This is an optimization exercise on Yosys and OpenROAD, whose aim is small area, a short achievable clock period and few clock cycles per item, not a production implementation. Function was checked by simulation only, so behaviour that the tests miss may differ from the original.

==> flow/run.sh <==
#!/bin/bash
# synth_recipe.tcl (not shown) runs the flow's synth.tcl, then flattens the netlist and writes it again
# the make line also repeats each setting of config.mk as NAME=value (left out here)
make -C /OpenROAD-flow-scripts/flow DESIGN_CONFIG=/design/flow/config.mk WORK_HOME=/design/flow/orfs CLKGATE_MAP_FILE= SYNTH_SCRIPT=/design/flow/synth_recipe.tcl finish
==> flow/config.mk <==
export PLATFORM = sky130hd
export DESIGN_NAME = yuvToRgb
export DESIGN_NICKNAME = yuvToRgb
export VERILOG_FILES = /design/flow/design.v
export SDC_FILE = /design/flow/constraint.sdc
export NUM_CORES = 4
export LEC_CHECK = 0
export CAP_MARGIN = 20
export CORE_MARGIN = 2
export CORE_UTILIZATION = 40
export SETUP_SLACK_MARGIN = 5
export SLEW_MARGIN = 20
export SYNTH_HIERARCHICAL = 1
export SYNTH_MINIMUM_KEEP_SIZE = 0
==> flow/constraint.sdc <==
create_clock -name core_clock -period 12.0 [get_ports {Clock}]
set_input_delay 2.4000 -clock core_clock [delete_from_list [all_inputs] [get_ports {Clock}]]
set_output_delay 2.4000 -clock core_clock [all_outputs]
set_load 0.01 [all_outputs]
==> flow/design.v <==
package sramMapPkg;
	typedef logic [17:0] sramAddr_t;
	typedef struct packed {
		logic [7:0] hi;
		logic [7:0] lo;
	} sramBytes_t;
	typedef union packed {
		logic [15:0] raw;
		sramBytes_t bytes;
	} sramWord_u;
	typedef enum logic [1:0] {
		PlaneY,
		PlaneU,
		PlaneV
	} plane_e;
	typedef struct packed {
		plane_e plane;
		sramAddr_t address;
	} readReq_t;
	typedef struct packed {
		plane_e plane;
		sramWord_u word;
	} readRet_t;
endpackage
package colorPkg;
	typedef logic [7:0] sample_t;
	typedef logic signed [31:0] fixed_t;
	typedef struct packed {
		fixed_t uEven;
		fixed_t uOdd;
		fixed_t vEven;
		fixed_t vOdd;
	} chromaPair_t;
	typedef struct packed {
		sample_t y0;
		sample_t y1;
		chromaPair_t chroma;
	} yuvPair_t;
	typedef struct packed {
		sample_t r;
		sample_t g;
		sample_t b;
	} rgbPixel_t;
	typedef struct packed {
		rgbPixel_t p0;
		rgbPixel_t p1;
	} rgbPair_t;
	localparam fixed_t Tap5 = 32'sd21;
	localparam fixed_t Tap3 = -32'sd52;
	localparam fixed_t Tap1 = 32'sd159;
	localparam fixed_t CoefY = 32'sd76284;
	localparam fixed_t CoefRv = 32'sd104595;
	localparam fixed_t CoefGu = -32'sd25624;
	localparam fixed_t CoefGv = -32'sd53281;
	localparam fixed_t CoefBu = 32'sd132251;
	localparam fixed_t LumaOffset = 32'sd16;
	localparam fixed_t ChromaOffset = 32'sd128;
	localparam fixed_t FilterRound = 32'sd128;
	localparam int FilterShift = 8;
endpackage
`timescale 1ns/1ns
module yuvToRgb (
	input logic Clock,
	input logic resetn,
	input logic start,
	input logic [15:0] readData,
	output logic done,
	output logic [17:0] sramAddress,
	output logic [15:0] sramWriteData,
	output logic sramWeN
);
	logic busy;
	logic [7:0] pq;
	logic [2:0] ph;
	logic [8:0] wa;
	logic shen, shV, shHi;
	logic rdU, rdV, rdY, rkU, rkV, rkY;
	logic [7:0] win [12];
	logic [15:0] pendU, pendV, yw;
	logic [9:0] f, uc;
	logic [8:0] fc9;
	logic [9:0] fd1, fd2, fd3;
	logic [15:0] gb;
	logic [7:0] b0;
	function automatic logic [8:0] flagsOf(input logic [7:0] q);
		flagsOf = {q <= 8'd3, q >= 8'd4, (q >= 8'd4) && (q <= 8'd158),
			(q >= 8'd4) && (q <= 8'd162), !q[0] && (q <= 8'd159),
			q[0] && (q <= 8'd158), q == 8'd163, q[1:0]};
	endfunction
	logic [8:0] fl, nf, df;
	logic dfPro, dfWrOk, dfRdC, dfRdYk, dfVHi, dfUHi, flLastP;
	logic [1:0] dfQ;
	assign {dfPro, dfWrOk, dfRdC, dfRdYk, dfVHi, dfUHi} = df[8:3];
	assign dfQ = df[1:0];
	assign flLastP = fl[2];
	logic [2:0] nph;
	logic dWr, dRdU, dRdV, dRdY, dSh, dShV, dShHi;
	logic [6:0] kc;
	logic [7:0] yc;
	assign nph = (ph == 3'd4) ? 3'd0 : ph + 3'd1;
	assign df = (ph == 3'd4) ? nf : fl;
	always_comb begin
		dWr = 1'b0; dRdU = 1'b0; dRdV = 1'b0; dRdY = 1'b0;
		dSh = 1'b0; dShV = 1'b0; dShHi = 1'b0;
		if (dfPro && !(dfQ == 2'd3 && nph > 3'd2)) begin
			case ({dfQ, nph})
				{2'd0, 3'd4}: dRdU = 1'b1;
				{2'd1, 3'd0}: dRdV = 1'b1;
				{2'd1, 3'd1}: begin dSh = 1'b1; dShHi = 1'b1; end
				{2'd1, 3'd2}: begin dSh = 1'b1; dShHi = 1'b1; dShV = 1'b1; end
				{2'd1, 3'd3}: begin dSh = 1'b1; dShHi = 1'b1; end
				{2'd1, 3'd4}: begin dSh = 1'b1; dShHi = 1'b1; dShV = 1'b1; end
				{2'd2, 3'd0}: begin dSh = 1'b1; dShHi = 1'b1; end
				{2'd2, 3'd1}: begin dSh = 1'b1; dShHi = 1'b1; dShV = 1'b1; end
				{2'd2, 3'd2}: begin dSh = 1'b1; dRdU = 1'b1; end
				{2'd2, 3'd3}: begin dSh = 1'b1; dShV = 1'b1; dRdV = 1'b1; end
				{2'd2, 3'd4}: begin dSh = 1'b1; dShHi = 1'b1; end
				{2'd3, 3'd0}: begin dSh = 1'b1; dShHi = 1'b1; dShV = 1'b1; end
				{2'd3, 3'd1}: begin dSh = 1'b1; dRdU = 1'b1; end
				{2'd3, 3'd2}: begin dSh = 1'b1; dShV = 1'b1; dRdY = 1'b1; end
				default: ;
			endcase
		end else begin
			case (nph)
				3'd0: begin
					dRdU = dfQ[0] && dfRdC;
					dRdV = !dfQ[0] && dfRdC;
				end
				3'd1: dRdY = dfRdYk;
				3'd2: begin
					dWr = dfWrOk;
					dSh = 1'b1; dShV = 1'b1;
					dShHi = dfVHi;
				end
				3'd3: begin
					dWr = dfWrOk;
					dSh = 1'b1;
					dShHi = dfUHi;
				end
				default: dWr = dfWrOk;
			endcase
		end
	end
	logic go, lastNow;
	assign go = start && !busy;
	assign lastNow = flLastP && (ph == 3'd4);
	always_ff @(posedge Clock or negedge resetn) begin
		if (!resetn) begin
			busy <= 1'b0;
			done <= 1'b0;
			sramWeN <= 1'b1;
		end else begin
			if (go) begin
				busy <= 1'b1;
				done <= 1'b0;
			end else if (busy && lastNow) begin
				busy <= 1'b0;
				done <= 1'b1;
			end
			sramWeN <= !(busy && !lastNow && !go && dWr);
		end
	end
	always_ff @(posedge Clock) begin
		if (go) begin
			pq <= 8'd0;
			ph <= 3'd4;
			fl <= flagsOf(8'd0);
			nf <= flagsOf(8'd1);
			wa <= 9'd0;
			kc <= 7'd0;
			yc <= 8'd0;
			sramAddress <= 18'd38400;
			rdU <= 1'b1; rdV <= 1'b0; rdY <= 1'b0;
			shen <= 1'b0; shV <= 1'b0; shHi <= 1'b0;
		end else begin
			ph <= nph;
			if (ph == 3'd4) begin
				pq <= pq + 8'd1;
				fl <= nf;
				nf <= flagsOf(pq + 8'd2);
			end
			if (dWr)
				wa <= wa + 9'd1;
			if (dRdV)
				kc <= kc + 7'd1;
			if (dRdY)
				yc <= yc + 8'd1;
			if (dWr)
				sramAddress <= {9'd287, wa};
			else if (dRdY)
				sramAddress <= {10'd0, yc};
			else if (dRdU)
				sramAddress <= {11'd300, kc};
			else
				sramAddress <= {11'd450, kc};
			rdU <= busy && dRdU;
			rdV <= busy && dRdV;
			rdY <= busy && dRdY;
			shen <= busy && dSh;
			shV <= dShV;
			shHi <= dShHi;
		end
		rkU <= rdU;
		rkV <= rdV;
		rkY <= rdY;
	end
	logic [7:0] shIn;
	logic [8:0] sA, sB, sC;
	assign sA = {1'b0, win[0]} + {1'b0, win[10]};
	assign sB = {1'b0, win[2]} + {1'b0, win[8]};
	assign sC = {1'b0, win[4]} + {1'b0, win[6]};
	always_comb begin
		case ({shV, shHi})
			2'b00: shIn = pendU[7:0];
			2'b01: shIn = pendU[15:8];
			2'b10: shIn = pendV[7:0];
			default: shIn = pendV[15:8];
		endcase
	end
	always_ff @(posedge Clock) begin
		if (rkU)
			pendU <= readData;
		if (rkV)
			pendV <= readData;
		if (rkY)
			yw <= readData;
		if (shen) begin
			for (int i = 0; i < 11; i++)
				win[i] <= win[i + 1];
			win[11] <= shIn;
		end
		fc9 <= sC;
		fd1 <= {1'b0, sA} - {1'b0, sC} + 10'd512;
		fd2 <= {1'b0, sA} - {1'b0, sB} + 10'd512;
		fd3 <= {1'b0, sC} - {1'b0, sB} + 10'd512;
	end
	logic [7:0] py;
	logic [9:0] pu, pv;
	assign pu = uc;
wire cr_1;
wire cr_2;
wire cr_3;
wire cr_4;
wire cr_5;
wire cr_6;
wire cr_7;
wire cr_8;
wire cr_9;
wire cr_10;
wire cr_11;
wire cr_12;
wire cr_13;
wire cr_14;
wire cr_15;
wire cr_16;
wire cr_17;
wire cr_18;
wire cr_19;
wire cr_20;
wire cr_21;
wire cr_22;
wire cr_23;
wire cr_24;
wire cr_25;
wire cr_26;
wire cr_27;
wire cr_28;
wire cr_29;
wire cr_30;
wire cr_31;
wire cr_32;
wire cr_33;
wire cr_34;
wire cr_35;
wire cr_36;
wire cr_37;
wire cr_38;
wire cr_39;
wire cr_40;
wire cr_41;
wire cr_42;
wire cr_43;
wire cr_44;
wire cr_45;
wire cr_46;
wire cr_47;
wire cr_48;
wire cr_49;
wire cr_50;
wire cr_51;
wire cr_52;
wire cr_53;
wire cr_54;
wire cr_55;
wire cr_56;
wire cr_57;
wire cr_58;
wire cr_59;
wire cr_60;
wire cr_61;
wire cr_62;
wire cr_63;
wire cr_64;
wire cr_65;
wire cr_66;
wire cr_67;
wire cr_68;
wire cr_69;
wire cr_70;
wire cr_71;
wire cr_72;
wire cr_73;
wire cr_74;
wire cr_75;
wire cr_76;
wire cr_77;
wire cr_78;
wire cr_79;
wire cr_80;
wire cr_81;
wire cr_82;
wire cr_83;
wire cr_84;
wire cr_85;
wire cr_86;
wire cr_87;
wire cr_88;
wire cr_89;
wire cr_90;
wire cr_91;
wire cr_92;
wire cr_93;
wire cr_94;
wire cr_95;
wire cr_96;
wire cr_97;
wire cr_98;
wire cr_99;
wire cr_100;
wire cr_101;
wire cr_102;
wire cr_103;
wire cr_104;
wire cr_105;
wire cr_106;
wire cr_107;
wire cr_108;
wire cr_109;
wire cr_110;
wire cr_111;
wire cr_112;
wire cr_113;
wire cr_114;
wire cr_115;
wire cr_116;
wire cr_117;
wire cr_118;
wire cr_119;
wire cr_120;
wire cr_121;
wire cr_122;
wire cr_123;
wire cr_124;
wire cr_125;
wire cr_126;
wire cr_127;
wire cr_128;
wire cr_129;
wire cr_130;
wire cr_131;
wire cr_132;
wire cr_133;
wire cr_134;
wire cr_135;
wire cr_136;
wire cr_137;
wire cr_138;
wire cr_139;
wire cr_140;
wire cr_141;
wire cr_142;
wire cr_143;
wire cr_144;
wire cr_145;
wire cr_146;
wire cr_147;
wire cr_148;
wire cr_149;
wire cr_150;
wire cr_151;
wire cr_152;
wire cr_153;
wire cr_154;
wire cr_155;
wire cr_156;
wire cr_157;
wire cr_158;
wire cr_159;
wire cr_160;
wire cr_161;
wire cr_162;
wire cr_163;
wire cr_164;
wire cr_165;
wire cr_166;
wire cr_167;
wire cr_168;
wire cr_169;
wire cr_170;
wire cr_171;
wire cr_172;
wire cr_173;
wire cr_174;
wire cr_175;
wire cr_176;
wire cr_177;
wire cr_178;
wire cr_179;
wire cr_180;
wire cr_181;
wire cr_182;
wire cr_183;
wire cr_184;
wire cr_185;
wire cr_186;
wire cr_187;
wire cr_188;
wire cr_189;
wire cr_190;
assign cr_1 = ~~pv[0];
assign cr_2 = ~pv[0];
assign cr_3 = ~pv[4];
assign cr_4 = ~pv[5];
assign cr_5 = ~py[3];
assign cr_6 = ~py[4];
assign cr_7 = ~py[5];
assign cr_8 = ~py[7];
assign cr_9 = ~py[6];
assign cr_10 = ~py[7];
assign cr_11 = ~pv[7];
assign cr_12 = ~pv[8];
FA cr_13_i (py[2], py[0], pv[9], cr_13, cr_14);
FA cr_15_i (py[3], py[1], pv[7], cr_15, cr_16);
FA cr_17_i (py[6], py[4], py[2], cr_17, cr_18);
HA cr_19_i (pv[8], pv[2], cr_19, cr_20);
FA cr_21_i (py[7], py[5], py[3], cr_21, cr_22);
FA cr_23_i (py[0], pv[9], pv[3], cr_23, cr_24);
FA cr_25_i (py[6], py[4], py[1], cr_25, cr_26);
HA cr_27_i (pv[4], pv[0], cr_27, cr_28);
FA cr_29_i (py[7], py[5], py[2], cr_29, cr_30);
HA cr_31_i (pv[5], pv[1], cr_31, cr_32);
FA cr_33_i (py[6], py[3], pv[6], cr_33, cr_34);
HA cr_35_i (py[4], pv[7], cr_35, cr_36);
FA cr_37_i (pv[3], pv[0], pv[4], cr_37, cr_38);
FA cr_39_i (pv[6], pv[4], pv[1], cr_39, cr_40);
HA cr_41_i (pv[5], ~py[6], cr_41, cr_42);
FA cr_43_i (py[0], pv[7], pv[5], cr_43, cr_44);
FA cr_45_i (pv[2], ~py[7], ~pv[9], cr_45, cr_46);
FA cr_47_i (py[1], pv[8], pv[6], cr_47, cr_48);
FA cr_49_i (py[2], py[0], pv[9], cr_49, cr_50);
HA cr_51_i (pv[7], pv[4], cr_51, cr_52);
FA cr_53_i (py[1], pv[8], pv[5], cr_53, cr_54);
HA cr_55_i (~pv[1], cr_5, cr_55, cr_56);
FA cr_57_i (pv[6], pv[0], py[3], cr_57, cr_58);
FA cr_59_i (~pv[2], cr_6, cr_13, cr_59, cr_60);
FA cr_61_i (pv[1], py[4], ~pv[3], cr_61, cr_62);
FA cr_63_i (cr_7, cr_14, cr_15, cr_63, cr_64);
FA cr_65_i (py[5], ~pv[4], ~pv[0], cr_65, cr_66);
FA cr_67_i (cr_19, cr_16, cr_17, cr_67, cr_68);
FA cr_69_i (~pv[5], ~pv[1], cr_20, cr_69, cr_70);
FA cr_71_i (cr_18, cr_21, cr_23, cr_71, cr_72);
FA cr_73_i (~pv[6], ~pv[2], cr_27, cr_73, cr_74);
FA cr_75_i (cr_22, cr_24, cr_25, cr_75, cr_76);
FA cr_77_i (~pv[7], ~pv[3], cr_28, cr_77, cr_78);
FA cr_79_i (cr_31, cr_26, cr_29, cr_79, cr_80);
FA cr_81_i (pv[2], ~pv[8], ~pv[4], cr_81, cr_82);
FA cr_83_i (cr_32, cr_30, cr_33, cr_83, cr_84);
FA cr_85_i (pv[3], ~pv[9], ~pv[5], cr_85, cr_86);
FA cr_87_i (cr_8, cr_35, cr_34, cr_87, cr_88);
FA cr_89_i (py[5], pv[8], pv[4], cr_89, cr_90);
FA cr_91_i (py[7], ~pv[6], cr_36, cr_91, cr_92);
FA cr_93_i (pv[9], pv[5], ~pv[7], cr_93, cr_94);
HA cr_95_i (pv[6], py[6], cr_95, cr_96);
HA cr_97_i (pv[1], pv[0], cr_97, cr_98);
FA cr_99_i (pv[2], pv[0], ~py[2], cr_99, cr_100);
FA cr_101_i (pv[3], pv[1], ~py[3], cr_101, cr_102);
FA cr_103_i (pv[2], ~py[4], ~pv[6], cr_103, cr_104);
FA cr_105_i (~py[5], ~pv[7], cr_4, cr_105, cr_106);
FA cr_107_i (~pv[8], cr_41, cr_38, cr_107, cr_108);
FA cr_109_i (cr_42, cr_40, cr_43, cr_109, cr_110);
FA cr_111_i (pv[3], cr_44, cr_47, cr_111, cr_112);
FA cr_113_i (~pv[0], cr_51, cr_48, cr_113, cr_114);
FA cr_115_i (cr_52, cr_55, cr_50, cr_115, cr_116);
FA cr_117_i (cr_56, cr_54, cr_57, cr_117, cr_118);
FA cr_119_i (cr_58, cr_61, cr_60, cr_119, cr_120);
FA cr_121_i (cr_62, cr_65, cr_64, cr_121, cr_122);
FA cr_123_i (cr_66, cr_69, cr_68, cr_123, cr_124);
FA cr_125_i (cr_70, cr_73, cr_72, cr_125, cr_126);
FA cr_127_i (cr_74, cr_77, cr_76, cr_127, cr_128);
FA cr_129_i (cr_81, cr_78, cr_80, cr_129, cr_130);
FA cr_131_i (cr_82, cr_85, cr_84, cr_131, cr_132);
FA cr_133_i (cr_89, cr_86, cr_91, cr_133, cr_134);
FA cr_135_i (cr_9, cr_90, cr_93, cr_135, cr_136);
FA cr_137_i (~pv[8], cr_10, cr_95, cr_137, cr_138);
FA cr_139_i (py[7], ~pv[9], cr_11, cr_139, cr_140);
HA cr_141_i (~py[0], ~pv[2], cr_141, cr_142);
FA cr_143_i (~py[1], ~pv[3], cr_97, cr_143, cr_144);
FA cr_145_i (~pv[4], cr_98, cr_99, cr_145, cr_146);
FA cr_147_i (~pv[5], cr_100, cr_101, cr_147, cr_148);
FA cr_149_i (cr_3, cr_102, cr_103, cr_149, cr_150);
FA cr_151_i (cr_37, cr_104, cr_105, cr_151, cr_152);
FA cr_153_i (cr_39, cr_106, cr_107, cr_153, cr_154);
FA cr_155_i (cr_45, cr_108, cr_109, cr_155, cr_156);
FA cr_157_i (cr_46, cr_110, cr_111, cr_157, cr_158);
FA cr_159_i (cr_49, cr_112, cr_113, cr_159, cr_160);
FA cr_161_i (cr_53, cr_114, cr_115, cr_161, cr_162);
FA cr_163_i (cr_116, cr_59, cr_117, cr_163, cr_164);
FA cr_165_i (cr_118, cr_63, cr_119, cr_165, cr_166);
FA cr_167_i (cr_67, cr_120, cr_121, cr_167, cr_168);
FA cr_169_i (cr_71, cr_122, cr_123, cr_169, cr_170);
FA cr_171_i (cr_75, cr_124, cr_125, cr_171, cr_172);
FA cr_173_i (cr_79, cr_126, cr_127, cr_173, cr_174);
FA cr_175_i (cr_83, cr_128, cr_129, cr_175, cr_176);
FA cr_177_i (cr_87, cr_130, cr_131, cr_177, cr_178);
FA cr_179_i (cr_88, cr_133, cr_132, cr_179, cr_180);
FA cr_181_i (cr_92, cr_135, cr_134, cr_181, cr_182);
FA cr_183_i (cr_94, cr_137, cr_136, cr_183, cr_184);
FA cr_185_i (cr_96, cr_139, cr_138, cr_185, cr_186);
FA cr_187_i (pv[7], cr_12, cr_140, cr_187, cr_188);
HA cr_189_i (pv[9], pv[8], cr_189, cr_190);
wire [16:0] cr_lo = {1'b0, {cr_166, cr_164, cr_162, cr_160, cr_158, cr_156, cr_154, cr_152, cr_150, cr_148, cr_146, cr_144, cr_142, cr_2, ~pv[1], cr_1}} + {1'b0, {cr_167, cr_165, cr_163, cr_161, cr_159, cr_157, cr_155, cr_153, cr_151, cr_149, cr_147, cr_145, cr_143, cr_141, ~pv[0], 1'b0}};
logic [22:0] cr_r;
wire [22:0] cr_d = {cr_lo[16], cr_188, cr_186, cr_184, cr_182, cr_180, cr_179, cr_177, cr_175, cr_173, cr_171, cr_169, cr_189, cr_187, cr_185, cr_183, cr_181, cr_178, cr_176, cr_174, cr_172, cr_170, cr_168};
wire [10:0] cr_x = {cr_r[10], cr_r[9], cr_r[8], cr_r[7], cr_r[6], cr_r[5], cr_r[4], cr_r[3], cr_r[2], cr_r[1], cr_r[0]} + {cr_r[21], cr_r[20], cr_r[19], cr_r[18], cr_r[17], cr_r[16], cr_r[15], cr_r[14], cr_r[13], cr_r[12], cr_r[11]} + {10'd0, cr_r[22]};
wire cg_1;
wire cg_2;
wire cg_3;
wire cg_4;
wire cg_5;
wire cg_6;
wire cg_7;
wire cg_8;
wire cg_9;
wire cg_10;
wire cg_11;
wire cg_12;
wire cg_13;
wire cg_14;
wire cg_15;
wire cg_16;
wire cg_17;
wire cg_18;
wire cg_19;
wire cg_20;
wire cg_21;
wire cg_22;
wire cg_23;
wire cg_24;
wire cg_25;
wire cg_26;
wire cg_27;
wire cg_28;
wire cg_29;
wire cg_30;
wire cg_31;
wire cg_32;
wire cg_33;
wire cg_34;
wire cg_35;
wire cg_36;
wire cg_37;
wire cg_38;
wire cg_39;
wire cg_40;
wire cg_41;
wire cg_42;
wire cg_43;
wire cg_44;
wire cg_45;
wire cg_46;
wire cg_47;
wire cg_48;
wire cg_49;
wire cg_50;
wire cg_51;
wire cg_52;
wire cg_53;
wire cg_54;
wire cg_55;
wire cg_56;
wire cg_57;
wire cg_58;
wire cg_59;
wire cg_60;
wire cg_61;
wire cg_62;
wire cg_63;
wire cg_64;
wire cg_65;
wire cg_66;
wire cg_67;
wire cg_68;
wire cg_69;
wire cg_70;
wire cg_71;
wire cg_72;
wire cg_73;
wire cg_74;
wire cg_75;
wire cg_76;
wire cg_77;
wire cg_78;
wire cg_79;
wire cg_80;
wire cg_81;
wire cg_82;
wire cg_83;
wire cg_84;
wire cg_85;
wire cg_86;
wire cg_87;
wire cg_88;
wire cg_89;
wire cg_90;
wire cg_91;
wire cg_92;
wire cg_93;
wire cg_94;
wire cg_95;
wire cg_96;
wire cg_97;
wire cg_98;
wire cg_99;
wire cg_100;
wire cg_101;
wire cg_102;
wire cg_103;
wire cg_104;
wire cg_105;
wire cg_106;
wire cg_107;
wire cg_108;
wire cg_109;
wire cg_110;
wire cg_111;
wire cg_112;
wire cg_113;
wire cg_114;
wire cg_115;
wire cg_116;
wire cg_117;
wire cg_118;
wire cg_119;
wire cg_120;
wire cg_121;
wire cg_122;
wire cg_123;
wire cg_124;
wire cg_125;
wire cg_126;
wire cg_127;
wire cg_128;
wire cg_129;
wire cg_130;
wire cg_131;
wire cg_132;
wire cg_133;
wire cg_134;
wire cg_135;
wire cg_136;
wire cg_137;
wire cg_138;
wire cg_139;
wire cg_140;
wire cg_141;
wire cg_142;
wire cg_143;
wire cg_144;
wire cg_145;
wire cg_146;
wire cg_147;
wire cg_148;
wire cg_149;
wire cg_150;
wire cg_151;
wire cg_152;
wire cg_153;
wire cg_154;
wire cg_155;
wire cg_156;
wire cg_157;
wire cg_158;
wire cg_159;
wire cg_160;
wire cg_161;
wire cg_162;
wire cg_163;
wire cg_164;
wire cg_165;
wire cg_166;
wire cg_167;
wire cg_168;
wire cg_169;
wire cg_170;
wire cg_171;
wire cg_172;
wire cg_173;
wire cg_174;
wire cg_175;
wire cg_176;
wire cg_177;
wire cg_178;
wire cg_179;
wire cg_180;
wire cg_181;
wire cg_182;
wire cg_183;
wire cg_184;
wire cg_185;
wire cg_186;
wire cg_187;
wire cg_188;
wire cg_189;
wire cg_190;
wire cg_191;
wire cg_192;
wire cg_193;
wire cg_194;
wire cg_195;
wire cg_196;
wire cg_197;
wire cg_198;
wire cg_199;
wire cg_200;
wire cg_201;
wire cg_202;
wire cg_203;
wire cg_204;
wire cg_205;
wire cg_206;
wire cg_207;
wire cg_208;
wire cg_209;
wire cg_210;
wire cg_211;
wire cg_212;
wire cg_213;
wire cg_214;
wire cg_215;
wire cg_216;
wire cg_217;
wire cg_218;
wire cg_219;
wire cg_220;
wire cg_221;
wire cg_222;
wire cg_223;
wire cg_224;
wire cg_225;
wire cg_226;
wire cg_227;
wire cg_228;
wire cg_229;
wire cg_230;
wire cg_231;
wire cg_232;
wire cg_233;
wire cg_234;
wire cg_235;
wire cg_236;
wire cg_237;
wire cg_238;
wire cg_239;
wire cg_240;
wire cg_241;
wire cg_242;
assign cg_1 = ~~pv[0];
assign cg_2 = ~~py[0];
assign cg_3 = ~pu[5];
assign cg_4 = ~py[0];
assign cg_5 = ~py[2];
assign cg_6 = ~py[3];
assign cg_7 = ~py[4];
assign cg_8 = ~py[5];
assign cg_9 = ~py[5];
assign cg_10 = ~py[7];
assign cg_11 = ~~pv[9];
assign cg_12 = ~~pv[9];
HA cg_13_i (py[3], py[1], cg_13, cg_14);
HA cg_15_i (py[6], py[4], cg_15, cg_16);
FA cg_17_i (py[7], py[5], py[3], cg_17, cg_18);
HA cg_19_i (py[6], py[4], cg_19, cg_20);
HA cg_21_i (py[7], py[5], cg_21, cg_22);
HA cg_23_i (pu[6], pu[5], cg_23, cg_24);
HA cg_25_i (py[1], pu[7], cg_25, cg_26);
HA cg_27_i (py[0], pu[8], cg_27, cg_28);
FA cg_29_i (py[1], pu[9], py[2], cg_29, cg_30);
HA cg_31_i (~pu[7], ~pu[2], cg_31, cg_32);
FA cg_33_i (py[2], py[0], pu[0], cg_33, cg_34);
FA cg_35_i (py[3], ~pu[8], ~pu[3], cg_35, cg_36);
HA cg_37_i (~pv[8], ~pv[1], cg_37, cg_38);
FA cg_39_i (pu[1], pv[0], py[4], cg_39, cg_40);
FA cg_41_i (~pu[9], ~pu[4], ~pv[9], cg_41, cg_42);
FA cg_43_i (~pv[2], cg_8, cg_13, cg_43, cg_44);
FA cg_45_i (py[2], pu[2], pv[1], cg_45, cg_46);
FA cg_47_i (py[5], ~pu[5], ~pu[0], cg_47, cg_48);
FA cg_49_i (~pv[3], cg_14, cg_15, cg_49, cg_50);
FA cg_51_i (py[0], pu[3], pv[2], cg_51, cg_52);
FA cg_53_i (~pu[6], ~pu[1], ~pv[4], cg_53, cg_54);
FA cg_55_i (~pv[0], cg_16, cg_17, cg_55, cg_56);
FA cg_57_i (py[1], pu[4], pv[3], cg_57, cg_58);
FA cg_59_i (~pu[7], ~pu[2], ~pv[5], cg_59, cg_60);
FA cg_61_i (~pv[1], cg_19, cg_18, cg_61, cg_62);
FA cg_63_i (py[2], pu[5], pv[4], cg_63, cg_64);
FA cg_65_i (~pu[8], ~pu[3], ~pv[6], cg_65, cg_66);
FA cg_67_i (~pv[2], cg_20, cg_21, cg_67, cg_68);
FA cg_69_i (py[6], py[3], pu[6], cg_69, cg_70);
FA cg_71_i (pv[5], ~pu[9], ~pu[4], cg_71, cg_72);
FA cg_73_i (~pv[7], ~pv[3], cg_22, cg_73, cg_74);
FA cg_75_i (py[7], py[4], pu[7], cg_75, cg_76);
FA cg_77_i (pv[6], ~pu[5], ~pv[8], cg_77, cg_78);
FA cg_79_i (pu[8], pv[7], ~pu[6], cg_79, cg_80);
HA cg_81_i (py[6], pu[9], cg_81, cg_82);
HA cg_83_i (pu[2], ~py[3], cg_83, cg_84);
FA cg_85_i (pu[3], ~py[4], ~pu[1], cg_85, cg_86);
FA cg_87_i (pu[4], ~py[5], ~pu[2], cg_87, cg_88);
FA cg_89_i (~py[6], ~pu[3], ~pv[8], cg_89, cg_90);
FA cg_91_i (~py[7], ~pu[4], ~pv[9], cg_91, cg_92);
HA cg_93_i (~pv[4], cg_4, cg_93, cg_94);
FA cg_95_i (py[0], ~pu[5], ~pu[0], cg_95, cg_96);
FA cg_97_i (~pv[5], cg_24, cg_25, cg_97, cg_98);
FA cg_99_i (~pu[6], ~pu[1], ~pv[6], cg_99, cg_100);
FA cg_101_i (cg_5, cg_26, cg_27, cg_101, cg_102);
FA cg_103_i (~pv[7], ~pv[0], cg_6, cg_103, cg_104);
FA cg_105_i (cg_28, cg_31, cg_29, cg_105, cg_106);
FA cg_107_i (cg_7, cg_32, cg_37, cg_107, cg_108);
FA cg_109_i (cg_30, cg_33, cg_35, cg_109, cg_110);
FA cg_111_i (cg_38, cg_34, cg_39, cg_111, cg_112);
FA cg_113_i (cg_36, cg_41, cg_43, cg_113, cg_114);
FA cg_115_i (cg_40, cg_45, cg_42, cg_115, cg_116);
FA cg_117_i (cg_47, cg_44, cg_49, cg_117, cg_118);
FA cg_119_i (cg_46, cg_51, cg_48, cg_119, cg_120);
FA cg_121_i (cg_53, cg_50, cg_55, cg_121, cg_122);
FA cg_123_i (cg_52, cg_57, cg_54, cg_123, cg_124);
FA cg_125_i (cg_59, cg_56, cg_61, cg_125, cg_126);
FA cg_127_i (cg_58, cg_63, cg_60, cg_127, cg_128);
FA cg_129_i (cg_65, cg_67, cg_62, cg_129, cg_130);
FA cg_131_i (cg_64, cg_69, cg_66, cg_131, cg_132);
FA cg_133_i (cg_71, cg_68, cg_73, cg_133, cg_134);
FA cg_135_i (~pv[4], cg_70, cg_75, cg_135, cg_136);
FA cg_137_i (cg_72, cg_77, cg_74, cg_137, cg_138);
FA cg_139_i (~pv[9], ~pv[5], cg_9, cg_139, cg_140);
FA cg_141_i (cg_76, cg_78, cg_79, cg_141, cg_142);
FA cg_143_i (pv[8], py[5], ~pu[7], cg_143, cg_144);
FA cg_145_i (~pv[6], cg_81, cg_80, cg_145, cg_146);
FA cg_147_i (pv[9], ~pu[8], ~pv[7], cg_147, cg_148);
HA cg_149_i (cg_10, cg_82, cg_149, cg_150);
HA cg_151_i (py[7], ~pu[9], cg_151, cg_152);
HA cg_153_i (pu[0], ~py[1], cg_153, cg_154);
HA cg_155_i (pu[1], ~py[2], cg_155, cg_156);
FA cg_157_i (~pu[0], ~pv[5], ~pv[0], cg_157, cg_158);
FA cg_159_i (~pv[6], ~pv[1], cg_84, cg_159, cg_160);
FA cg_161_i (~pv[7], ~pv[2], cg_86, cg_161, cg_162);
FA cg_163_i (~pv[3], cg_3, cg_88, cg_163, cg_164);
FA cg_165_i (cg_23, cg_93, cg_90, cg_165, cg_166);
FA cg_167_i (cg_94, cg_92, cg_95, cg_167, cg_168);
FA cg_169_i (cg_96, cg_99, cg_98, cg_169, cg_170);
FA cg_171_i (cg_100, cg_103, cg_102, cg_171, cg_172);
FA cg_173_i (cg_104, cg_107, cg_106, cg_173, cg_174);
FA cg_175_i (cg_108, cg_111, cg_110, cg_175, cg_176);
FA cg_177_i (cg_112, cg_115, cg_114, cg_177, cg_178);
FA cg_179_i (cg_116, cg_119, cg_118, cg_179, cg_180);
FA cg_181_i (cg_120, cg_123, cg_122, cg_181, cg_182);
FA cg_183_i (cg_124, cg_127, cg_126, cg_183, cg_184);
FA cg_185_i (cg_128, cg_131, cg_133, cg_185, cg_186);
FA cg_187_i (cg_135, cg_132, cg_134, cg_187, cg_188);
FA cg_189_i (cg_139, cg_136, cg_141, cg_189, cg_190);
FA cg_191_i (cg_140, cg_143, cg_142, cg_191, cg_192);
FA cg_193_i (cg_149, cg_144, cg_147, cg_193, cg_194);
FA cg_195_i (~pv[8], cg_151, cg_150, cg_195, cg_196);
HA cg_197_i (~pv[3], ~py[0], cg_197, cg_198);
FA cg_199_i (~pv[4], cg_154, cg_155, cg_199, cg_200);
FA cg_201_i (cg_156, cg_83, cg_157, cg_201, cg_202);
FA cg_203_i (cg_158, cg_85, cg_159, cg_203, cg_204);
FA cg_205_i (cg_87, cg_160, cg_161, cg_205, cg_206);
FA cg_207_i (cg_89, cg_162, cg_163, cg_207, cg_208);
FA cg_209_i (cg_91, cg_164, cg_165, cg_209, cg_210);
FA cg_211_i (cg_97, cg_166, cg_167, cg_211, cg_212);
FA cg_213_i (cg_101, cg_168, cg_169, cg_213, cg_214);
FA cg_215_i (cg_105, cg_170, cg_171, cg_215, cg_216);
FA cg_217_i (cg_109, cg_172, cg_173, cg_217, cg_218);
FA cg_219_i (cg_113, cg_174, cg_175, cg_219, cg_220);
FA cg_221_i (cg_117, cg_176, cg_177, cg_221, cg_222);
FA cg_223_i (cg_121, cg_178, cg_179, cg_223, cg_224);
FA cg_225_i (cg_125, cg_180, cg_181, cg_225, cg_226);
FA cg_227_i (cg_129, cg_182, cg_183, cg_227, cg_228);
FA cg_229_i (cg_130, cg_185, cg_184, cg_229, cg_230);
FA cg_231_i (cg_137, cg_186, cg_187, cg_231, cg_232);
FA cg_233_i (cg_138, cg_189, cg_188, cg_233, cg_234);
FA cg_235_i (cg_145, cg_190, cg_191, cg_235, cg_236);
FA cg_237_i (cg_146, cg_193, cg_192, cg_237, cg_238);
FA cg_239_i (cg_148, cg_195, cg_194, cg_239, cg_240);
FA cg_241_i (cg_11, cg_152, cg_196, cg_241, cg_242);
wire [16:0] cg_lo = {1'b0, {cg_220, cg_218, cg_216, cg_214, cg_212, cg_210, cg_208, cg_206, cg_204, cg_202, cg_200, cg_198, cg_153, ~pv[2], ~pv[1], cg_1}} + {1'b0, {cg_221, cg_219, cg_217, cg_215, cg_213, cg_211, cg_209, cg_207, cg_205, cg_203, cg_201, cg_199, cg_197, cg_2, ~pv[0], 1'b0}};
logic [22:0] cg_r;
wire [22:0] cg_d = {cg_lo[16], cg_242, cg_240, cg_238, cg_237, cg_234, cg_233, cg_230, cg_228, cg_227, cg_225, cg_223, cg_12, cg_241, cg_239, cg_236, cg_235, cg_232, cg_231, cg_229, cg_226, cg_224, cg_222};
wire [10:0] cg_x = {cg_r[10], cg_r[9], cg_r[8], cg_r[7], cg_r[6], cg_r[5], cg_r[4], cg_r[3], cg_r[2], cg_r[1], cg_r[0]} + {cg_r[21], cg_r[20], cg_r[19], cg_r[18], cg_r[17], cg_r[16], cg_r[15], cg_r[14], cg_r[13], cg_r[12], cg_r[11]} + {10'd0, cg_r[22]};
wire cb_1;
wire cb_2;
wire cb_3;
wire cb_4;
wire cb_5;
wire cb_6;
wire cb_7;
wire cb_8;
wire cb_9;
wire cb_10;
wire cb_11;
wire cb_12;
wire cb_13;
wire cb_14;
wire cb_15;
wire cb_16;
wire cb_17;
wire cb_18;
wire cb_19;
wire cb_20;
wire cb_21;
wire cb_22;
wire cb_23;
wire cb_24;
wire cb_25;
wire cb_26;
wire cb_27;
wire cb_28;
wire cb_29;
wire cb_30;
wire cb_31;
wire cb_32;
wire cb_33;
wire cb_34;
wire cb_35;
wire cb_36;
wire cb_37;
wire cb_38;
wire cb_39;
wire cb_40;
wire cb_41;
wire cb_42;
wire cb_43;
wire cb_44;
wire cb_45;
wire cb_46;
wire cb_47;
wire cb_48;
wire cb_49;
wire cb_50;
wire cb_51;
wire cb_52;
wire cb_53;
wire cb_54;
wire cb_55;
wire cb_56;
wire cb_57;
wire cb_58;
wire cb_59;
wire cb_60;
wire cb_61;
wire cb_62;
wire cb_63;
wire cb_64;
wire cb_65;
wire cb_66;
wire cb_67;
wire cb_68;
wire cb_69;
wire cb_70;
wire cb_71;
wire cb_72;
wire cb_73;
wire cb_74;
wire cb_75;
wire cb_76;
wire cb_77;
wire cb_78;
wire cb_79;
wire cb_80;
wire cb_81;
wire cb_82;
wire cb_83;
wire cb_84;
wire cb_85;
wire cb_86;
wire cb_87;
wire cb_88;
wire cb_89;
wire cb_90;
wire cb_91;
wire cb_92;
wire cb_93;
wire cb_94;
wire cb_95;
wire cb_96;
wire cb_97;
wire cb_98;
wire cb_99;
wire cb_100;
wire cb_101;
wire cb_102;
wire cb_103;
wire cb_104;
wire cb_105;
wire cb_106;
wire cb_107;
wire cb_108;
wire cb_109;
wire cb_110;
wire cb_111;
wire cb_112;
wire cb_113;
wire cb_114;
wire cb_115;
wire cb_116;
wire cb_117;
wire cb_118;
wire cb_119;
wire cb_120;
wire cb_121;
wire cb_122;
wire cb_123;
wire cb_124;
wire cb_125;
wire cb_126;
wire cb_127;
wire cb_128;
wire cb_129;
wire cb_130;
wire cb_131;
wire cb_132;
wire cb_133;
wire cb_134;
wire cb_135;
wire cb_136;
wire cb_137;
wire cb_138;
wire cb_139;
wire cb_140;
wire cb_141;
wire cb_142;
wire cb_143;
wire cb_144;
wire cb_145;
wire cb_146;
assign cb_1 = ~~pu[0];
assign cb_2 = ~~py[1];
assign cb_3 = ~pu[1];
assign cb_4 = ~pu[2];
assign cb_5 = ~py[1];
assign cb_6 = ~py[5];
assign cb_7 = ~py[6];
assign cb_8 = ~py[7];
assign cb_9 = ~py[5];
assign cb_10 = ~py[6];
assign cb_11 = ~py[7];
assign cb_12 = ~pu[9];
HA cb_13_i (py[2], py[0], cb_13, cb_14);
HA cb_15_i (py[5], py[3], cb_15, cb_16);
HA cb_17_i (py[6], py[4], cb_17, cb_18);
FA cb_19_i (pu[0], pu[1], ~py[5], cb_19, cb_20);
FA cb_21_i (pu[3], pu[1], pu[2], cb_21, cb_22);
HA cb_23_i (~py[6], ~pu[8], cb_23, cb_24);
FA cb_25_i (py[0], pu[4], pu[2], cb_25, cb_26);
FA cb_27_i (~py[7], ~pu[9], ~pu[7], cb_27, cb_28);
FA cb_29_i (pu[5], pu[3], pu[0], cb_29, cb_30);
HA cb_31_i (~pu[8], cb_5, cb_31, cb_32);
FA cb_33_i (pu[6], pu[4], pu[1], cb_33, cb_34);
FA cb_35_i (py[1], ~pu[9], cb_13, cb_35, cb_36);
FA cb_37_i (py[3], py[1], pu[7], cb_37, cb_38);
FA cb_39_i (pu[5], pu[2], cb_14, cb_39, cb_40);
FA cb_41_i (py[4], py[2], py[0], cb_41, cb_42);
FA cb_43_i (pu[8], pu[6], pu[3], cb_43, cb_44);
FA cb_45_i (py[3], py[1], pu[9], cb_45, cb_46);
FA cb_47_i (pu[7], pu[4], cb_6, cb_47, cb_48);
FA cb_49_i (py[4], py[2], pu[8], cb_49, cb_50);
FA cb_51_i (pu[5], py[5], cb_7, cb_51, cb_52);
FA cb_53_i (py[0], pu[9], pu[6], cb_53, cb_54);
FA cb_55_i (py[6], cb_8, cb_15, cb_55, cb_56);
FA cb_57_i (py[1], pu[7], pu[0], cb_57, cb_58);
FA cb_59_i (py[7], cb_16, cb_17, cb_59, cb_60);
FA cb_61_i (py[7], py[5], py[2], cb_61, cb_62);
FA cb_63_i (pu[8], pu[1], cb_18, cb_63, cb_64);
FA cb_65_i (py[6], py[3], pu[9], cb_65, cb_66);
HA cb_67_i (~py[2], ~pu[4], cb_67, cb_68);
FA cb_69_i (pu[0], ~py[3], ~pu[5], cb_69, cb_70);
FA cb_71_i (~py[4], ~pu[6], ~pu[4], cb_71, cb_72);
FA cb_73_i (~pu[7], ~pu[5], cb_4, cb_73, cb_74);
FA cb_75_i (~pu[6], cb_23, cb_21, cb_75, cb_76);
FA cb_77_i (cb_24, cb_22, cb_25, cb_77, cb_78);
FA cb_79_i (cb_31, cb_26, cb_29, cb_79, cb_80);
FA cb_81_i (cb_32, cb_30, cb_33, cb_81, cb_82);
FA cb_83_i (cb_34, cb_37, cb_36, cb_83, cb_84);
FA cb_85_i (cb_38, cb_41, cb_43, cb_85, cb_86);
FA cb_87_i (cb_42, cb_44, cb_45, cb_87, cb_88);
FA cb_89_i (cb_46, cb_49, cb_48, cb_89, cb_90);
FA cb_91_i (cb_50, cb_53, cb_52, cb_91, cb_92);
FA cb_93_i (cb_54, cb_57, cb_56, cb_93, cb_94);
FA cb_95_i (cb_58, cb_61, cb_60, cb_95, cb_96);
FA cb_97_i (pu[2], cb_62, cb_65, cb_97, cb_98);
FA cb_99_i (py[7], py[4], pu[3], cb_99, cb_100);
HA cb_101_i (~py[0], ~pu[2], cb_101, cb_102);
FA cb_103_i (~pu[3], ~pu[1], cb_2, cb_103, cb_104);
FA cb_105_i (~pu[2], ~py[1], cb_67, cb_105, cb_106);
FA cb_107_i (~pu[3], cb_68, cb_69, cb_107, cb_108);
FA cb_109_i (cb_3, cb_70, cb_71, cb_109, cb_110);
FA cb_111_i (cb_72, cb_19, cb_73, cb_111, cb_112);
FA cb_113_i (cb_20, cb_74, cb_75, cb_113, cb_114);
FA cb_115_i (cb_27, cb_76, cb_77, cb_115, cb_116);
FA cb_117_i (cb_28, cb_78, cb_79, cb_117, cb_118);
FA cb_119_i (cb_35, cb_80, cb_81, cb_119, cb_120);
FA cb_121_i (cb_39, cb_82, cb_83, cb_121, cb_122);
FA cb_123_i (cb_40, cb_85, cb_84, cb_123, cb_124);
FA cb_125_i (cb_47, cb_86, cb_87, cb_125, cb_126);
FA cb_127_i (cb_51, cb_88, cb_89, cb_127, cb_128);
FA cb_129_i (cb_55, cb_90, cb_91, cb_129, cb_130);
FA cb_131_i (cb_59, cb_92, cb_93, cb_131, cb_132);
FA cb_133_i (cb_63, cb_94, cb_95, cb_133, cb_134);
FA cb_135_i (cb_64, cb_97, cb_96, cb_135, cb_136);
FA cb_137_i (cb_66, cb_99, cb_98, cb_137, cb_138);
FA cb_139_i (pu[4], cb_9, cb_100, cb_139, cb_140);
FA cb_141_i (pu[5], py[5], cb_10, cb_141, cb_142);
FA cb_143_i (pu[6], py[6], cb_11, cb_143, cb_144);
HA cb_145_i (pu[7], py[7], cb_145, cb_146);
wire [16:0] cb_lo = {1'b0, {cb_126, cb_125, cb_122, cb_120, cb_118, cb_116, cb_114, cb_112, cb_110, cb_108, cb_106, cb_104, cb_102, ~pu[0], ~pu[1], cb_1}} + {1'b0, {cb_127, cb_124, cb_123, cb_121, cb_119, cb_117, cb_115, cb_113, cb_111, cb_109, cb_107, cb_105, cb_103, cb_101, ~pu[0], 1'b0}};
logic [21:0] cb_r;
wire [21:0] cb_d = {cb_lo[16], cb_146, cb_144, cb_143, cb_140, cb_138, cb_136, cb_135, cb_133, cb_131, cb_129, cb_12, pu[8], cb_145, cb_142, cb_141, cb_139, cb_137, cb_134, cb_132, cb_130, cb_128};
wire [10:0] cb_x = {cb_r[10], cb_r[9], cb_r[8], cb_r[7], cb_r[6], cb_r[5], cb_r[4], cb_r[3], cb_r[2], cb_r[1], cb_r[0]} + {1'b0, cb_r[20], cb_r[19], cb_r[18], cb_r[17], cb_r[16], cb_r[15], cb_r[14], cb_r[13], cb_r[12], cb_r[11]} + {10'd0, cb_r[21]};
wire fl_1;
wire fl_2;
wire fl_3;
wire fl_4;
wire fl_5;
wire fl_6;
wire fl_7;
wire fl_8;
wire fl_9;
wire fl_10;
wire fl_11;
wire fl_12;
wire fl_13;
wire fl_14;
wire fl_15;
wire fl_16;
wire fl_17;
wire fl_18;
wire fl_19;
wire fl_20;
wire fl_21;
wire fl_22;
wire fl_23;
wire fl_24;
wire fl_25;
wire fl_26;
wire fl_27;
wire fl_28;
wire fl_29;
wire fl_30;
wire fl_31;
wire fl_32;
wire fl_33;
wire fl_34;
wire fl_35;
wire fl_36;
wire fl_37;
wire fl_38;
wire fl_39;
wire fl_40;
wire fl_41;
wire fl_42;
wire fl_43;
wire fl_44;
wire fl_45;
wire fl_46;
wire fl_47;
wire fl_48;
wire fl_49;
wire fl_50;
wire fl_51;
wire fl_52;
wire fl_53;
wire fl_54;
wire fl_55;
wire fl_56;
wire fl_57;
wire fl_58;
wire fl_59;
wire fl_60;
wire fl_61;
wire fl_62;
wire fl_63;
wire fl_64;
wire fl_65;
wire fl_66;
wire fl_67;
wire fl_68;
wire fl_69;
wire fl_70;
wire fl_71;
wire fl_72;
assign fl_1 = ~fc9[0];
assign fl_2 = ~fc9[2];
assign fl_3 = ~fc9[3];
assign fl_4 = ~fc9[5];
assign fl_5 = ~fc9[8];
assign fl_6 = ~fc9[8];
HA fl_7_i (fd3[2], fd1[7], fl_7, fl_8);
FA fl_9_i (fc9[1], fd3[3], fd1[8], fl_9, fl_10);
HA fl_11_i (fd2[4], fd2[6], fl_11, fl_12);
FA fl_13_i (fd3[4], fd1[9], fd2[5], fl_13, fl_14);
HA fl_15_i (fd2[7], fl_2, fl_15, fl_16);
FA fl_17_i (fd3[5], fd2[6], fd2[8], fl_17, fl_18);
HA fl_19_i (fc9[2], fl_3, fl_19, fl_20);
FA fl_21_i (fc9[4], fd3[6], fd2[7], fl_21, fl_22);
HA fl_23_i (fd2[9], fc9[3], fl_23, fl_24);
HA fl_25_i (fd3[7], fd2[8], fl_25, fl_26);
HA fl_27_i (fc9[6], fd3[8], fl_27, fl_28);
HA fl_29_i (fd3[0], fd1[5], fl_29, fl_30);
FA fl_31_i (fd3[1], fd1[6], fd2[2], fl_31, fl_32);
FA fl_33_i (fd2[3], fd2[5], fl_1, fl_33, fl_34);
FA fl_35_i (fc9[0], fl_8, fl_11, fl_35, fl_36);
FA fl_37_i (fl_12, fl_15, fl_10, fl_37, fl_38);
FA fl_39_i (fl_16, fl_19, fl_14, fl_39, fl_40);
FA fl_41_i (fl_23, fl_20, fl_18, fl_41, fl_42);
FA fl_43_i (fl_4, fl_24, fl_25, fl_43, fl_44);
FA fl_45_i (fd2[9], fc9[5], fl_26, fl_45, fl_46);
HA fl_47_i (fc9[7], fd3[9], fl_47, fl_48);
HA fl_49_i (fd1[4], fd2[0], fl_49, fl_50);
FA fl_51_i (fd2[1], fd2[3], fl_29, fl_51, fl_52);
FA fl_53_i (fd2[4], fl_30, fl_31, fl_53, fl_54);
FA fl_55_i (fl_7, fl_32, fl_33, fl_55, fl_56);
FA fl_57_i (fl_9, fl_34, fl_35, fl_57, fl_58);
FA fl_59_i (fl_13, fl_36, fl_37, fl_59, fl_60);
FA fl_61_i (fl_17, fl_38, fl_39, fl_61, fl_62);
FA fl_63_i (fl_21, fl_40, fl_41, fl_63, fl_64);
FA fl_65_i (fl_22, fl_43, fl_42, fl_65, fl_66);
FA fl_67_i (fl_27, fl_44, fl_45, fl_67, fl_68);
FA fl_69_i (fl_28, fl_47, fl_46, fl_69, fl_70);
HA fl_71_i (fl_5, fl_48, fl_71, fl_72);
wire [17:0] fl_s = {fc9[8], fl_6, fl_71, fl_68, fl_67, fl_64, fl_62, fl_60, fl_58, fl_56, fl_54, fl_52, fl_50, fd2[2], fd1[3], fd1[2], fd1[1], fd1[0]} + {1'b0, fl_72, fl_70, fl_69, fl_66, fl_65, fl_63, fl_61, fl_59, fl_57, fl_55, fl_53, fl_51, fl_49, fd2[1], fd2[0], 1'b0, 1'b0};
wire [9:0] fl_q = fl_s[17:8];
	function automatic logic [7:0] clip(input logic [10:0] x);
		if (x[10:9] == 2'b00)
			clip = 8'd0;
		else if (x[10] || (x[9] && x[8]))
			clip = 8'd255;
		else
			clip = x[7:0];
	endfunction
	logic [7:0] cR, cG, cB;
	assign cR = clip(cr_x);
	assign cG = clip(cg_x);
	assign cB = clip(cb_x);
	always_ff @(posedge Clock) begin
		f <= fl_q;
		uc <= (ph == 3'd4) ? {2'b10, win[3]} : f;
		pv <= (ph == 3'd4) ? {2'b10, win[4]} : fl_q;
		py <= (ph == 3'd4) ? yw[15:8] : yw[7:0];
		cr_r <= cr_d;
		cg_r <= cg_d;
		cb_r <= cb_d;
		b0 <= cB;
		gb <= {cG, cB};
		case (ph)
			3'd1: sramWriteData <= {cR, cG};
			3'd2: sramWriteData <= {b0, cR};
			default: sramWriteData <= gb;
		endcase
	end
endmodule
module FA(input a, input b, input c, output s, output co);
	assign s = a ^ b ^ c;
	assign co = (a & b) | (a & c) | (b & c);
endmodule
module HA(input a, input b, output s, output co);
	assign s = a ^ b;
	assign co = a & b;
endmodule
==> metrics.md, run 1 <==
| Metric | Value |
|---|---|
| Antenna violations before repair | 0 |
| Final hold viol count | 0 |
| Cell Area, Placed | 24400 µm² |
| Worst setup EP type | primary output |
| Syn. warnings | 8 |
| Min-Delay Path Class | flop to flop |
| Crit Reg-Reg Endpoint | cg_r[22] |
| Synth unique cells | 86 |
| Post-CTS resize count | 0 |
| Register area | 9430 µm² |
| Slowest-stage cell, CP | clkdlybuf4s50_1 |
| CTS Hold Bufs | 0 |
| Root Driver | clkbuf_16 |
| Initial drt markers | 895 |
| Antenna cells | 0 |
| Main synth FF type | dfxtp_1 |
| Syn avg cell area | 12.4 µm² |
| First-pass GRT wire length | 81.3 mm |
| Final wirelength | 50.4 mm |
| Die Y | 244 µm |
| Clock skew | 0.0311 ns |
| Worst Path Max Fanout | 1 |
| Drt wl/cell | ~19 µm |
| Ordered cell list for the critical path | clkdlybuf4s50_1 |
| Dpl hpwl | 38.6 mm |
| Router iterations before antenna repair | 5 |
| R2r setup slk | 7.97 ns |
| Full die area | 59600 µm² |
| Commonest cells after routing, fill and taps aside | 268 x fa_1, 250 x dfxtp_1, 193 x ha_1, 153 x nand2_1, 144 x edfxtp_1 |
| Worst Setup SP | sramWeN |
| Number of flops mapped to enable cells by yosys | 144 |
| Global Route Usage Sum | around 17% |
| Routed Antenna Nets | 0 |
| Die W | 244 µm |
| Pin count of the biggest net entering global routing | 79 |
| Post-CTS Setup Bufs | 0 |
| Finished Layout Cells | 2718 |
| Number of synthesized register bits | 398 |
| Synth top area cells | fa_1 23%, dfxtp_1 22%, edfxtp_1 19% |
| Clock Tree Buf Depth | 3 |
| Commonest non-fill, non-tap cell in the layout | fa_1 |
| Io pins | 55 |
| Synth-to-Final Area Change | 12.0% |
| Floorplan row count | 88 |
| Grt total ovfl | 0 |
| Cts bufs inserted | 42 |
| DP Cell Count | 2641 |
| Critical path buffers and inverters | 1 |
| Wire length on met1 | between 20 and 25 mm |
| Post-synth ARST share | less than 1% |
| Crit start category | flop |
| Residual DRC | 0 |
| Req. time, crit path | 9.60 ns |
| Final setup violation count | 0 |
| Crit Path Class | flop to primary output |
| Reg clk slew, reported paths | 0.06 ns |
| WHS Path Cells | 0 |
| Crit Reg-Reg Startpoint | py[7] |
| Post-synth top area share | a little under a quarter |
| Minimum clock period | 4.03 ns |
| Clock Latency Late Sink | 0.57 ns |
| Layout cells sized above 1 | between 5 and 6% |
| Worst r2r path cells | 9 |
| CTS tree | built |
| Max Used Layer | met4 |
| Final number of max-transition violations | 0 |
| Syn Std Cell Area | 23100 µm² |
| Core area | ~57000 µm² |
| Routed wl met2 | ~24 mm |
| Yosys top cell by area | fa_1 |
| WHS | between 0.3 and 0.4 ns |
| GPL Wtd Cong | 0.878 |
| Sequential fraction of the synthesis area | 40.9% |
| Cells after Synth | roughly 1900 |
| Clock sinks | between 300 and 400 |
| Hold endpoint | rkY |
| Vias post-DR | 14000 |
| Final instance area | 25800 µm² |
| Initial Util | between 40 and 50% |
| Buffers on Ports | 53 |
| Run status | no timing/DRC/antenna violations |
| Slew HR | 31.5% |
| Slew @ Worst Pin | slightly above 1 ns |
| Vias in the first global route | 15100 |
| Vias per cell | 5.17 |
| Final critical-path share of the clock period | approximately a third |
| Highest cell delay on the worst timing path | roughly 0.56 ns |
| Worst Path Arrival | about 1.6 ns |
| H-tree depth | 2 |
| CP delay by family, top | buffers and inverters |
| Hold Crit Start | rdY |
| Multi-input logic area | 13100 µm² |
| # fillers | 5214 |
| Synthesized Nets | 2340 |
| Max Cap Viol | 0 |
| RSZ-0062 raised after global routing | no |
| F_max | 248 MHz |
| Fin nets | 2400 |
| Setup Total Neg Slack | 0 ns |
| WL met3 | approximately 2.3 mm |
==> through the flow <==
step / utilization [%] / worst slack (ns)
2_1_floorplan: - / 8.32
3_3_place_gp: 42.6 / 7.96
3_5_place_dp: 42.6 / 7.95
4_1_cts: 45.0 / 7.93
5_1_grt: 45.0 / 7.71
6_report: 45.0 / 7.97
==> per-module statistics from Yosys (local to each module, per instance) <==
module	cells	times used
FA	1	257
HA	1	47
yuvToRgb	1556	1
==> cells by family (layout without fill, tap and decap cells) <==
group | after synthesis | in the layout | synth area share (%)
other cells | 1 | 1 | 0.0163
flops | 398 | 398 | 40.9
buf+inv | 142 | 235 | 2.47
mux | 18 | 18 | 1.29
compound gates | 340 | 340 | 9.75
simple gates | 409 | 409 | 8.36
xor+xnor | 90 | 90 | 3.50
fa+ha+maj | 462 | 462 | 33.8
==> worst max-delay path by stage <==
| stage | to | slack, ns | cells past startpoint |
|---|---|---|---|
| final | sramWeN | 7.97 | 1 |
| after global routing | cg_r[22] | 7.71 | 9 |
| after CTS | sramWeN | 7.93 | 1 |
| after detailed placement | cg_r[22] | 7.95 | 9 |
| after global placement | cg_r[22] | 7.96 | 10 |
| after floorplan | cg_r[22] | 8.32 | 9 |
==> cell usage after synthesis, types with 7 or more instances <==
cell type  instances
o211ai_1          16
nand4_1           14
a21o_1            38
a21oi_1           86
clkbuf_1          28
buf_1              7
nor2_1           105
nand2b_1          23
fa_1             268
nor2b_1           14
o21a_1            11
edfxtp_1         144
o21ai_1           10
xnor2_1           54
xor2_1            35
or3_1             12
nand2_1          153
and2_1            11
o31ai_1            7
a31oi_1            9
inv_1             94
nand3_1           18
dfxtp_1          251
nor3_1            18
a22oi_1           17
o21ai_0           73
mux4_2             8
a211oi_1          10
and3_1            14
ha_1             193
==> layout make-up <==
type	instances	share of cell area [%]
clock inverters	15	0.538
inverters	94	1.37
flip-flops and latches	398	36.5
repair buffers	64	2.37
well taps	765	3.71
multi-input cells	1320	50.7
clock buffers	62	4.84
==> registers in the layout, summed over array words and instances (netlist names), 14 cells and up <==
register and count:
win 96, cg_r 23, cr_r 23, cb_r 22, pendU 16, pendV 16
sramWriteData 16, yw 16, sramAddress 14
==> layer usage <==
| layer | up-vias | track usage [%] |
|---|---|---|
| li1 | 6604 | - |
| met1 | 7003 | 22.8 |
| met2 | 330 | 29.3 |
| met3 | 104 | 2.86 |
| met4 | 0 | 5.81 |
| met5 | - | 0 |
Testbench counts, summed over its fixed seeds: cycles 26,144, rows 32.
==> run 2: changes to the inputs <==
==> flow/flow/run.sh (new file) <==
#!/bin/bash
set -euo pipefail
bash standard.sh SETUP_SLACK_MARGIN=8.4 "BUFFER_PORTS_ARGS=-buffer_cell sky130_fd_sc_hd__buf_2" finish > standard.log 2>&1
==> flow/standard.sh (new file) <==
#!/bin/bash
# synth_recipe.tcl (not shown) runs the flow's synth.tcl, then flattens the netlist and writes it again
# the make line also repeats each setting of config.mk as NAME=value (left out here)
make -C /OpenROAD-flow-scripts/flow DESIGN_CONFIG=/design/flow/config.mk WORK_HOME=/design/flow/orfs CLKGATE_MAP_FILE= SYNTH_SCRIPT=/design/flow/synth_recipe.tcl "${@:-finish}"
removed: flow/run.sh
==> run 2 against run 1 <==
  * Maximum frequency grew 12%
  * Register-to-register slack gained 0.52 ns
  * Clock skew shrank 0.011 ns
  * Global-route usage grew 0.42 points
  * Critical path type unchanged
  * Critical endpoint unchanged
==> metrics.md, run 2 <==
| Metric | Value |
|---|---|
| Run status | no timing/DRC/antenna violations (unchanged) |
| Highest cell delay on the worst timing path | 0.53 ns (was 0.56 ns) |
| Worst setup EP type | primary output (unchanged) |
| Post-synth top area share | 23.3% (unchanged) |
| Syn avg cell area | 12.4 µm² (unchanged) |
| Final wirelength | 51.8 mm (was 50.4 mm) |
| Final number of max-transition violations | 0 (unchanged) |
| Crit Reg-Reg Endpoint | cg_r[22] (unchanged) |
| Setup Total Neg Slack | 0 ns (unchanged) |
| Dpl hpwl | 38.9 mm (was 38.6 mm) |
| Vias per cell | 5.13 (was 5.17) |
| Initial drt markers | 830 (was 895) |
| WHS | 0.332 ns (was 0.328 ns) |
| Number of flops mapped to enable cells by yosys | 144 (unchanged) |
| Synthesized Nets | 2340 (unchanged) |
| Clock Latency Late Sink | 0.59 ns (was 0.57 ns) |
| Fin nets | 2446 (was 2400) |
| Syn. warnings | 8 (unchanged) |
| Die Y | 244 µm (unchanged) |
| Slew @ Worst Pin | 1.14 ns (was 1.02 ns) |
| Vias in the first global route | 15100 (about the same) |
| Buffers on Ports | 53 (unchanged) |
| Layout cells sized above 1 | 13.2% (was 5.99%) |
| Io pins | 55 (unchanged) |
| Minimum clock period | 3.59 ns (was 4.03 ns) |
| Commonest non-fill, non-tap cell in the layout | fa_1 (unchanged) |
| Worst Path Arrival | 1.19 ns (was 1.63 ns) |
| Most flop-heavy register | win (unchanged) |
| Synth-to-Final Area Change | 13.1% (was 12.0%) |
| Initial Util | 40.2% (unchanged) |
| Final hold viol count | 0 (unchanged) |
| Final critical-path share of the clock period | 29.9% (was 33.6%) |
| Finished Layout Cells | 2764 (was 2718) |
| Critical path buffers and inverters | 1 (unchanged) |
| Slew HR | 23.6% (was 31.5%) |
| Hold endpoint | rkY (unchanged) |
| Largest register FFs | 96 (unchanged) |
| Yosys top cell by area | fa_1 (unchanged) |
| Syn Std Cell Area | 23100 µm² (unchanged) |
| GPL Wtd Cong | 0.900 (was 0.878) |
| Worst r2r path cells | 10 (was 9) |
| Slowest-stage cell, CP | dfstp_2 (was clkdlybuf4s50_1) |
| RSZ-0062 raised after global routing | yes (was no) |
| # fillers | 5172 (was 5214) |
| Routed Antenna Nets | 0 (unchanged) |
| Cells after Synth | 1860 (unchanged) |
| F_max | 279 MHz (was 248 MHz) |
| Reg clk slew, reported paths | 0.06 ns (about the same) |
| Final setup violation count | 0 (unchanged) |
| CP delay by family, top | flip-flops (was buffers and inverters) |
| Synth unique cells | 86 (unchanged) |
| Hold Crit Start | rdY (unchanged) |
| Crit start category | flop (unchanged) |
| Post-synth ARST share | 0.754% (unchanged) |
| Vias post-DR | 14200 (was 14000) |
| Main synth FF type | dfxtp_1 (unchanged) |
| Residual DRC | 0 (unchanged) |
| Max Cap Viol | 0 (unchanged) |
| Number of synthesized register bits | 398 (unchanged) |
| Most frequent cells after synthesis | 268 x fa_1, 251 x dfxtp_1, 193 x ha_1 (unchanged) |
| Drt wl/cell | 18.8 µm (was 18.5 µm) |
| WHS Path Cells | 0 (unchanged) |
| Router iterations before antenna repair | 5 (unchanged) |
| Clock Tree Buf Depth | 3 (unchanged) |
| Floorplan row count | 88 (unchanged) |
| Clock skew | 0.0196 ns (was 0.0311 ns) |
| Core area | 57400 µm² (unchanged) |
| Sequential fraction of the synthesis area | 40.9% (unchanged) |
| Antenna violations before repair | 0 (unchanged) |
| Cts bufs inserted | 44 (was 42) |
| Root Driver | clkbuf_16 (unchanged) |
| H-tree depth | 2 (unchanged) |
| Min-Delay Path Class | flop to flop (unchanged) |
| Ordered cell list for the critical path | buf_6 (was clkdlybuf4s50_1) |
| Grt total ovfl | 0 (unchanged) |
| First-pass GRT wire length | 83.1 mm (was 81.3 mm) |
| R2r setup slk | 8.49 ns (was 7.97 ns) |
| Global Route Usage Sum | 17.8% (was 17.4%) |
| Clock sinks | 398 (unchanged) |
| CTS tree | built (unchanged) |
| Top-count cell post-synth | fa_1 (unchanged) |
| Antenna cells | 0 (unchanged) |
| Full die area | 59600 µm² (unchanged) |
| Largest registers | win: 96 flops, cg_r: 23 flops, cr_r: 23 flops (unchanged) |
| Commonest cells after routing, fill and taps aside | 268 x fa_1, 225 x dfxtp_1, 193 x ha_1, 153 x nand2_1, 144 x edfxtp_1 (was 268 x fa_1, 250 x dfxtp_1, 193 x ha_1, 153 x nand2_1, 144 x edfxtp_1) |
| Pin count of the biggest net entering global routing | 62 (was 79) |
| Final core utilization | 45.5% (was 45.0%) |
| Crit Path Class | flop to primary output (unchanged) |
| Synth top area cells | fa_1 23%, dfxtp_1 22%, edfxtp_1 19% (unchanged) |
| Die W | 244 µm (unchanged) |
| Crit Reg-Reg Startpoint | uc[3] (was py[7]) |
| DP Cell Count | 2634 (was 2641) |
| Worst Path Max Fanout | 1 (unchanged) |
| Req. time, crit path | 9.60 ns (about the same) |
==> run 2: cell counts after synthesis <==
No cell type changed its count.
==> run 2: metrics by stage <==
step	worst slack (ns)	cell area [µm²]
2_1_floorplan	8.41	23100
3_3_place_gp	7.98	24100
3_5_place_dp	7.94	24100
4_1_cts	8.30	25700
5_1_grt	8.35	26100
6_report	8.41	26100
==> run 2: what timing repair did <==
action | 4_1_cts | 5_1_grt
resized for setup | 32 | 25
buffers inserted | 17 | 33
hold buffers | 0 | 0
setup endpoints to repair | 13 | 28
gates cloned | 0 | 1
==> run 2: routing by layer <==
metal,up-vias,track usage [%],routed length [µm]
li1,6696,-,-
met1,7129,23.6,23100
met2,275,30.2,25200
met3,87,2.63,2120
met4,0,5.72,1410
met5,-,0,0
==> run 2: cells by family (layout without fill, tap and decap cells) <==
kind of cell	after synthesis	after routing	synth area share [%]
multiplexers	18	18	1.29
XOR/XNOR	90	90	3.50
flip-flops	398	398	40.9
buffers and inverters	142	280	2.47
AO/OA/AOI/OAI	340	340	9.75
other	1	1	0.0163
adder cells (fa/ha/maj)	462	462	33.8
AND/OR/NAND/NOR	409	410	8.36
==> run 2: worst max-delay path by stage <==
stage / cells after the start / slack [ns] / start / end
after CTS: 10 / 8.30 / py[0] / cb_r[21]
after floorplan: 11 / 8.41 / pv[8] / cg_r[22]
after global routing: 9 / 8.35 / ph[0] / yc[7]
after global placement: 9 / 7.98 / py[7] / cg_r[22]
after detailed placement: 9 / 7.94 / py[7] / cg_r[22]
final: 1 / 8.41 / sramWeN / sramWeN
==> run 2: modules after synthesis (local to each module, per instance) <==
module    times used  cells inside  cell area [µm²]  flops+latches
yuvToRgb           1          1556            17300            398
FA               257             1             20.0              0
HA                47             1             12.5              0
==> run 2: area by class of cell <==
| cell class | instances | area [µm²] | area share, % |
|---|---|---|---|
| clock buffers | 63 | 1260 | 4.84 |
| inverters | 94 | 413 | 1.58 |
| well taps | 765 | 957 | 3.67 |
| multi-input cells | 1321 | 13100 | 50.3 |
| clock inverters | 16 | 153 | 0.585 |
| repair buffers | 107 | 689 | 2.64 |
| flip-flops and latches | 398 | 9490 | 36.4 |

what the ideal ports hide:
Ports are ideal in the flow. The routed layouts listed here were re-timed in OpenROAD. Step 1: set_driving_cell puts a clkbuf_16 on Clock and a buf_2 on each other input, an assumption about the parent block. Step 2 also shifts input and output timing later by t, the mid clock arrival at the registers, as if the neighbouring blocks saw the same clock. a / b / c = ideal / step 1 / step 2; a / b = the first two.
| run | t (ns) | setup WS [ns] | worst setup path at the end | clock arrival spread, ns | worst register clock-pin slew, ns |
|---|---|---|---|---|---|
| run 1 | 0.609 | 7.972 / 7.918 / 7.972 | register to register | 0.032 / 0.032 | 0.07 / 0.07 |
| run 2 | 0.626 | 8.410 / 8.357 / 8.490 | register to register | 0.024 / 0.024 | 0.06 / 0.06 |
After both steps every run listed still meets setup and hold.
